This design comes from an exercise in tuning for small area on the open sky130 flow, not from production work.
Function was checked by simulation only, so behaviour that the tests miss may differ from the original.
No activity file was given, so power comes from the tool's default toggle rates.

==> inputs of v1 <==
// register_file
module register_file #(
  parameter int unsigned ADDR_W = riscv_pkg::REG_ADDR_W,
  parameter int unsigned XLEN   = riscv_pkg::XLEN
) (
  input  logic              clk,
  input  logic              reset_n,
  input  logic              we3,
  input  logic [ADDR_W-1:0] ra1,
  input  logic [ADDR_W-1:0] ra2,
  input  logic [ADDR_W-1:0] wa3,
  input  logic [XLEN-1:0]   wd3,
  output logic [XLEN-1:0]   rd1,
  output logic [XLEN-1:0]   rd2
);
==> module regfile_read_port, before the edit <==
module regfile_read_port #(
  parameter int unsigned ADDR_W = riscv_pkg::REG_ADDR_W,
  parameter int unsigned XLEN   = riscv_pkg::XLEN
) (
  input  logic [ADDR_W-1:0]                ra_i,
  input  logic [(2**ADDR_W)-1:1][XLEN-1:0] regs_i,
  input  logic [(2**ADDR_W)-1:1]           valid_i,
  output logic [XLEN-1:0]                  rd_o
);
  localparam int unsigned NumRegs = 2 ** ADDR_W;
  localparam int unsigned NumGrp  = (NumRegs - 1) / 3;   
  logic [NumRegs-1:1] sel;
  always_comb begin
    for (int i = 1; i < NumRegs; i++) begin
      sel[i] = (ra_i == ADDR_W'(i)) && valid_i[i];
    end
  end
  for (genvar b = 0; b < XLEN; b++) begin : g_bit
    logic [NumGrp-1:0] grp_n;
    for (genvar g = 0; g < NumGrp; g++) begin : g_grp
      rf_aoi222 u_aoi (
        .sel_i ({sel[3*g+3], sel[3*g+2], sel[3*g+1]}),
        .d_i   ({regs_i[3*g+3][b], regs_i[3*g+2][b], regs_i[3*g+1][b]}),
        .y_no  (grp_n[g])
      );
    end
    assign rd_o[b] = ~&grp_n | (sel[NumRegs-1] & regs_i[NumRegs-1][b]);
  end
endmodule
==> flow/config.mk <==
export PLATFORM = sky130hd
export DESIGN_NAME = register_file
export DESIGN_NICKNAME = register_file
export VERILOG_FILES = /design/flow/design.v
export SDC_FILE = /design/flow/constraint.sdc
export NUM_CORES = 4
export LEC_CHECK = 0
export CAP_MARGIN = 20
export CORE_MARGIN = 2
export CORE_UTILIZATION = 55
export SLEW_MARGIN = 20
export SYNTH_HIERARCHICAL = 1
==> flow/constraint.sdc <==
create_clock -name core_clock -period 7.0 [get_ports {clk}]
set_input_delay 1.4000 -clock core_clock [delete_from_list [all_inputs] [get_ports {clk}]]
set_output_delay 1.4000 -clock core_clock [all_outputs]
set_load 0.01 [all_outputs]
run.sh (not shown) runs the stock make flow with config.mk's settings and CLKGATE_MAP_FILE= SYNTH_SCRIPT=/design/flow/synth_recipe.tcl, a recipe that flattens the netlist after the stock synthesis.
==> inputs of v22, as changes to v1 <==
--- a/flow/design.v
+++ b/flow/design.v
@@ -21,4 +21,22 @@
 );
   assign y_no = ~|(sel_i & d_i);
+endmodule
+module rf_nand4 (
+  input  logic [3:0] a_i,
+  output logic       y_no
+);
+  assign y_no = ~&a_i;
+endmodule
+module rf_nor2 (
+  input  logic [1:0] a_i,
+  output logic       y_no
+);
+  assign y_no = ~|a_i;
+endmodule
+module rf_nand2 (
+  input  logic [1:0] a_i,
+  output logic       y_no
+);
+  assign y_no = ~&a_i;
 endmodule
 module regfile_read_port #(
@@ -48,5 +66,25 @@
       );
     end
-    assign rd_o[b] = ~&grp_n | (sel[NumRegs-1] & regs_i[NumRegs-1][b]);
+    logic or_lo, or_hi, nor_lohi, nand_31;
+    rf_nand4 u_or_lo (
+      .a_i  (grp_n[3:0]),
+      .y_no (or_lo)
+    );
+    rf_nand4 u_or_hi (
+      .a_i  (grp_n[7:4]),
+      .y_no (or_hi)
+    );
+    rf_nor2 u_nor_lohi (
+      .a_i  ({or_hi, or_lo}),
+      .y_no (nor_lohi)
+    );
+    rf_nand2 u_nand_31 (
+      .a_i  ({sel[NumRegs-1], regs_i[NumRegs-1][b]}),
+      .y_no (nand_31)
+    );
+    rf_nand4 u_or_all (
+      .a_i  ({nor_lohi, nand_31, grp_n[9:8]}),
+      .y_no (rd_o[b])
+    );
   end
 endmodule
==> flow/flow/run.sh (new file) <==
#!/bin/bash
# The standard ORFS layout, with smaller port buffers and a clock tree built
# from smaller buffers in larger clusters, without dummy loads. The make output
# goes to standard.log; each ORFS step also keeps its own log under orfs/logs/.
set -euo pipefail
bash standard.sh \
  "BUFFER_PORTS_ARGS=-buffer_cell sky130_fd_sc_hd__buf_1" \
  "CTS_ARGS=-sink_clustering_enable -repair_clock_nets -dont_use_dummy_load -sink_clustering_size 16 -sink_clustering_max_diameter 80 -buf_list {sky130_fd_sc_hd__clkbuf_4 sky130_fd_sc_hd__clkbuf_8}" \
  finish > standard.log 2>&1
==> flow/standard.sh (new file) <==
#!/bin/bash
# synth_recipe.tcl (not shown) runs the flow's synth.tcl, then flattens the netlist and writes it again
# the make line also repeats each setting of config.mk as NAME=value (left out here)
make -C /OpenROAD-flow-scripts/flow DESIGN_CONFIG=/design/flow/config.mk WORK_HOME=/design/flow/orfs CLKGATE_MAP_FILE= SYNTH_SCRIPT=/design/flow/synth_recipe.tcl "${@:-finish}"
Settings changed: CAP_MARGIN 20 to 10, CORE_UTILIZATION 55 to 40, GPL_ROUTABILITY_DRIVEN set to 0, SLEW_MARGIN 20 to 10.
removed: flow/run.sh
==> inputs of v19, as changes to v1 <==
--- a/flow/design.v
+++ b/flow/design.v
@@ -21,4 +21,22 @@
 );
   assign y_no = ~|(sel_i & d_i);
+endmodule
+module rf_nand4 (
+  input  logic [3:0] a_i,
+  output logic       y_no
+);
+  assign y_no = ~&a_i;
+endmodule
+module rf_nor2 (
+  input  logic [1:0] a_i,
+  output logic       y_no
+);
+  assign y_no = ~|a_i;
+endmodule
+module rf_nand2 (
+  input  logic [1:0] a_i,
+  output logic       y_no
+);
+  assign y_no = ~&a_i;
 endmodule
 module regfile_read_port #(
@@ -48,5 +66,25 @@
       );
     end
-    assign rd_o[b] = ~&grp_n | (sel[NumRegs-1] & regs_i[NumRegs-1][b]);
+    logic or_lo, or_hi, nor_lohi, nand_31;
+    rf_nand4 u_or_lo (
+      .a_i  (grp_n[3:0]),
+      .y_no (or_lo)
+    );
+    rf_nand4 u_or_hi (
+      .a_i  (grp_n[7:4]),
+      .y_no (or_hi)
+    );
+    rf_nor2 u_nor_lohi (
+      .a_i  ({or_hi, or_lo}),
+      .y_no (nor_lohi)
+    );
+    rf_nand2 u_nand_31 (
+      .a_i  ({sel[NumRegs-1], regs_i[NumRegs-1][b]}),
+      .y_no (nand_31)
+    );
+    rf_nand4 u_or_all (
+      .a_i  ({nor_lohi, nand_31, grp_n[9:8]}),
+      .y_no (rd_o[b])
+    );
   end
 endmodule
==> flow/flow/run.sh (new file) <==
#!/bin/bash
# The standard ORFS layout, with smaller port buffers and a clock tree built
# from smaller buffers in larger clusters, without dummy loads, and
# non-critical cells downsized after global routing. The make output
# goes to standard.log; each ORFS step also keeps its own log under orfs/logs/.
set -euo pipefail
bash standard.sh \
  "BUFFER_PORTS_ARGS=-buffer_cell sky130_fd_sc_hd__buf_1" \
  "CTS_ARGS=-sink_clustering_enable -repair_clock_nets -dont_use_dummy_load -sink_clustering_size 14 -sink_clustering_max_diameter 60 -buf_list {sky130_fd_sc_hd__clkbuf_4 sky130_fd_sc_hd__clkbuf_8}" \
  "RECOVER_POWER=100" \
  finish > standard.log 2>&1
==> flow/standard.sh (new file) <==
#!/bin/bash
# synth_recipe.tcl (not shown) runs the flow's synth.tcl, then flattens the netlist and writes it again
# the make line also repeats each setting of config.mk as NAME=value (left out here)
make -C /OpenROAD-flow-scripts/flow DESIGN_CONFIG=/design/flow/config.mk WORK_HOME=/design/flow/orfs CLKGATE_MAP_FILE= SYNTH_SCRIPT=/design/flow/synth_recipe.tcl "${@:-finish}"
Settings changed: CAP_MARGIN 20 to 10, CORE_UTILIZATION 55 to 40, SLEW_MARGIN 20 to 10.
removed: flow/run.sh
==> inputs of v21, as changes to v1 <==
--- a/flow/design.v
+++ b/flow/design.v
@@ -21,4 +21,22 @@
 );
   assign y_no = ~|(sel_i & d_i);
+endmodule
+module rf_nand4 (
+  input  logic [3:0] a_i,
+  output logic       y_no
+);
+  assign y_no = ~&a_i;
+endmodule
+module rf_nor2 (
+  input  logic [1:0] a_i,
+  output logic       y_no
+);
+  assign y_no = ~|a_i;
+endmodule
+module rf_nand2 (
+  input  logic [1:0] a_i,
+  output logic       y_no
+);
+  assign y_no = ~&a_i;
 endmodule
 module regfile_read_port #(
@@ -48,5 +66,25 @@
       );
     end
-    assign rd_o[b] = ~&grp_n | (sel[NumRegs-1] & regs_i[NumRegs-1][b]);
+    logic or_lo, or_hi, nor_lohi, nand_31;
+    rf_nand4 u_or_lo (
+      .a_i  (grp_n[3:0]),
+      .y_no (or_lo)
+    );
+    rf_nand4 u_or_hi (
+      .a_i  (grp_n[7:4]),
+      .y_no (or_hi)
+    );
+    rf_nor2 u_nor_lohi (
+      .a_i  ({or_hi, or_lo}),
+      .y_no (nor_lohi)
+    );
+    rf_nand2 u_nand_31 (
+      .a_i  ({sel[NumRegs-1], regs_i[NumRegs-1][b]}),
+      .y_no (nand_31)
+    );
+    rf_nand4 u_or_all (
+      .a_i  ({nor_lohi, nand_31, grp_n[9:8]}),
+      .y_no (rd_o[b])
+    );
   end
 endmodule
==> flow/flow/run.sh (new file) <==
#!/bin/bash
# The standard ORFS layout, with smaller port buffers and a clock tree built
# from smaller buffers in larger clusters, without dummy loads. The make output
# goes to standard.log; each ORFS step also keeps its own log under orfs/logs/.
set -euo pipefail
bash standard.sh \
  "BUFFER_PORTS_ARGS=-buffer_cell sky130_fd_sc_hd__buf_1" \
  "CTS_ARGS=-sink_clustering_enable -repair_clock_nets -dont_use_dummy_load -sink_clustering_size 14 -sink_clustering_max_diameter 60 -buf_list {sky130_fd_sc_hd__clkbuf_4 sky130_fd_sc_hd__clkbuf_8}" \
  finish > standard.log 2>&1
==> flow/standard.sh (new file) <==
#!/bin/bash
# synth_recipe.tcl (not shown) runs the flow's synth.tcl, then flattens the netlist and writes it again
# the make line also repeats each setting of config.mk as NAME=value (left out here)
make -C /OpenROAD-flow-scripts/flow DESIGN_CONFIG=/design/flow/config.mk WORK_HOME=/design/flow/orfs CLKGATE_MAP_FILE= SYNTH_SCRIPT=/design/flow/synth_recipe.tcl "${@:-finish}"
Settings changed: CAP_MARGIN 20 to 10, CORE_UTILIZATION 55 to 40, GPL_ROUTABILITY_DRIVEN set to 0, SLEW_MARGIN 20 to 10.
removed: flow/run.sh
==> load_flow_metrics.sql <==
INSERT INTO impl_metrics (metric_group, metric, value, unit) VALUES
('power', 'sequentialPowerShare', '61.2', '%'),
('route', 'drt_pre_antenna_iters', '15', ''),
('route', 'route.met2.wl', '74200', 'um'),
('sta', 'timing.final.max_slew_violations', '1079', ''),
('sta', 'maxSlewHeadroom', '-145', '%'),
('route', 'wire_per_inst', '39.0', 'um'),
('status', 'failed_checks', 'max-capacitance violations, max-slew violations', ''),
('run', 'cap_viol_max_count', '34', ''),
('status', 'status', 'finished with violations', ''),
('floorplanning', 'row_count', '114', ''),
('clock_tree', 'number_of_clock_buffers_inserted_by_tritoncts', '86', ''),
('final_layout', 'signal_buffers', '184', ''),
('worst_setup_path', 'worstPathBufferInverterCount', '2', '');
# the run above: v19

==> load_flow_metrics.sql <==
INSERT INTO impl_metrics (metric_group, metric, value, unit) VALUES
('route', 'wire_per_inst', '39.0', 'um'),
('synth', 'synth_common_cells', '992 x sky130_fd_sc_hd__a22o_1, 992 x sky130_fd_sc_hd__dfxtp_1, 640 x sky130_fd_sc_hd__a222oi_1', ''),
('route', 'route.met2.wl', '74900', 'um'),
('clock_tree', 'number_of_clock_buffers_inserted_by_tritoncts', '87', ''),
('floorplanning', 'row_count', '114', ''),
('sta', 'timing.final.max_slew_violations', '0', ''),
('power', 'sequentialPowerShare', '61.2', '%'),
('sta', 'maxSlewHeadroom', '9.09', '%'),
('floorplanning', 'initial_utilization', '40.3', '%'),
('route', 'drt_pre_antenna_iters', '15', ''),
('status', 'status', 'complete, no violations', ''),
('worst_setup_path', 'worstPathBufferInverterCount', '2', '');
# the run above: v21

==> load_flow_metrics.sql <==
INSERT INTO impl_metrics (metric_group, metric, value, unit) VALUES
('power', 'internal_power_summed_over_all_cells', '11.7', 'mW'),
('clock_tree', 'number_of_clock_buffers_inserted_by_tritoncts', '104', ''),
('status', 'status', 'complete, no violations', ''),
('power', 'power.net_switching', '4.19', 'mW'),
('power', 'sequentialPowerShare', '49.9', '%'),
('floorplanning', 'row_count', '97', ''),
('run', 'cap_viol_max_count', '0', ''),
('route', 'drt_pre_antenna_iters', '14', ''),
('route', 'route.met2.wl', '76400', 'um'),
('sta', 'maxSlewHeadroom', '11.5', '%'),
('sta', 'timing.final.max_slew_violations', '0', ''),
('final_layout', 'signal_buffers', '277', '');
# the run above: v1

==> load_flow_metrics.sql <==
INSERT INTO impl_metrics (metric_group, metric, value, unit) VALUES
('clock_tree', 'number_of_clock_buffers_inserted_by_tritoncts', '73', ''),
('final_layout', 'signal_buffers', '168', ''),
('worst_setup_path', 'worst-endpoint-required', '5.60', 'ns'),
('status', 'status', 'complete, no violations', ''),
('run', 'cap_viol_max_count', '0', ''),
('sta', 'timing.final.max_slew_violations', '0', ''),
('route', 'route.met2.wl', '74600', 'um'),
('route', 'drt_pre_antenna_iters', '13', ''),
('route', 'wire_per_inst', '39.0', 'um'),
('sta', 'maxSlewHeadroom', '6.16', '%'),
('power', 'sequentialPowerShare', '62.2', '%'),
('global_route', 'use_met1', '45.9', '%'),
('floorplanning', 'row_count', '114', ''),
('worst_setup_path', 'worstPathBufferInverterCount', '3', ''),
('route', 'top_signal_layer_used', 'met5', '');
# the run above: v22

## what the ideal ports hide
No port has a modelled driver above. Below, the same layouts with a new extraction and two added sets of constraints. Step 1, drivers: a clkbuf_16 drives clk and a buf_2 each remaining input, both assumed. Step 2, shift: input delay + t, output delay - t, t = (earliest + latest rising clock arrival at the registers) / 2. This alone moves slack from input paths to output paths. Slacks: no drivers / after step 1 / after step 2; pairs: no drivers / after step 1.
| run | t (ns) | setup WS [ns] | slew at the worst register clock pin (ns) |
|---|---|---|---|
| v1 | 0.764 | 0.529 / 0.435 / 0.435 | 0.07 / 0.07 |
| v22 | 0.791 | 1.052 / 0.928 / 0.928 | 0.11 / 0.11 |
| v19 | 0.831 | 0.581 / 0.454 / 0.454 | 0.10 / 0.10 |
| v21 | 0.787 | 1.094 / 0.961 / 0.961 | 0.11 / 0.11 |
The setup slack of v21, which loses most, moves by -0.133 ns with the drivers and by -0.133 ns with both steps.
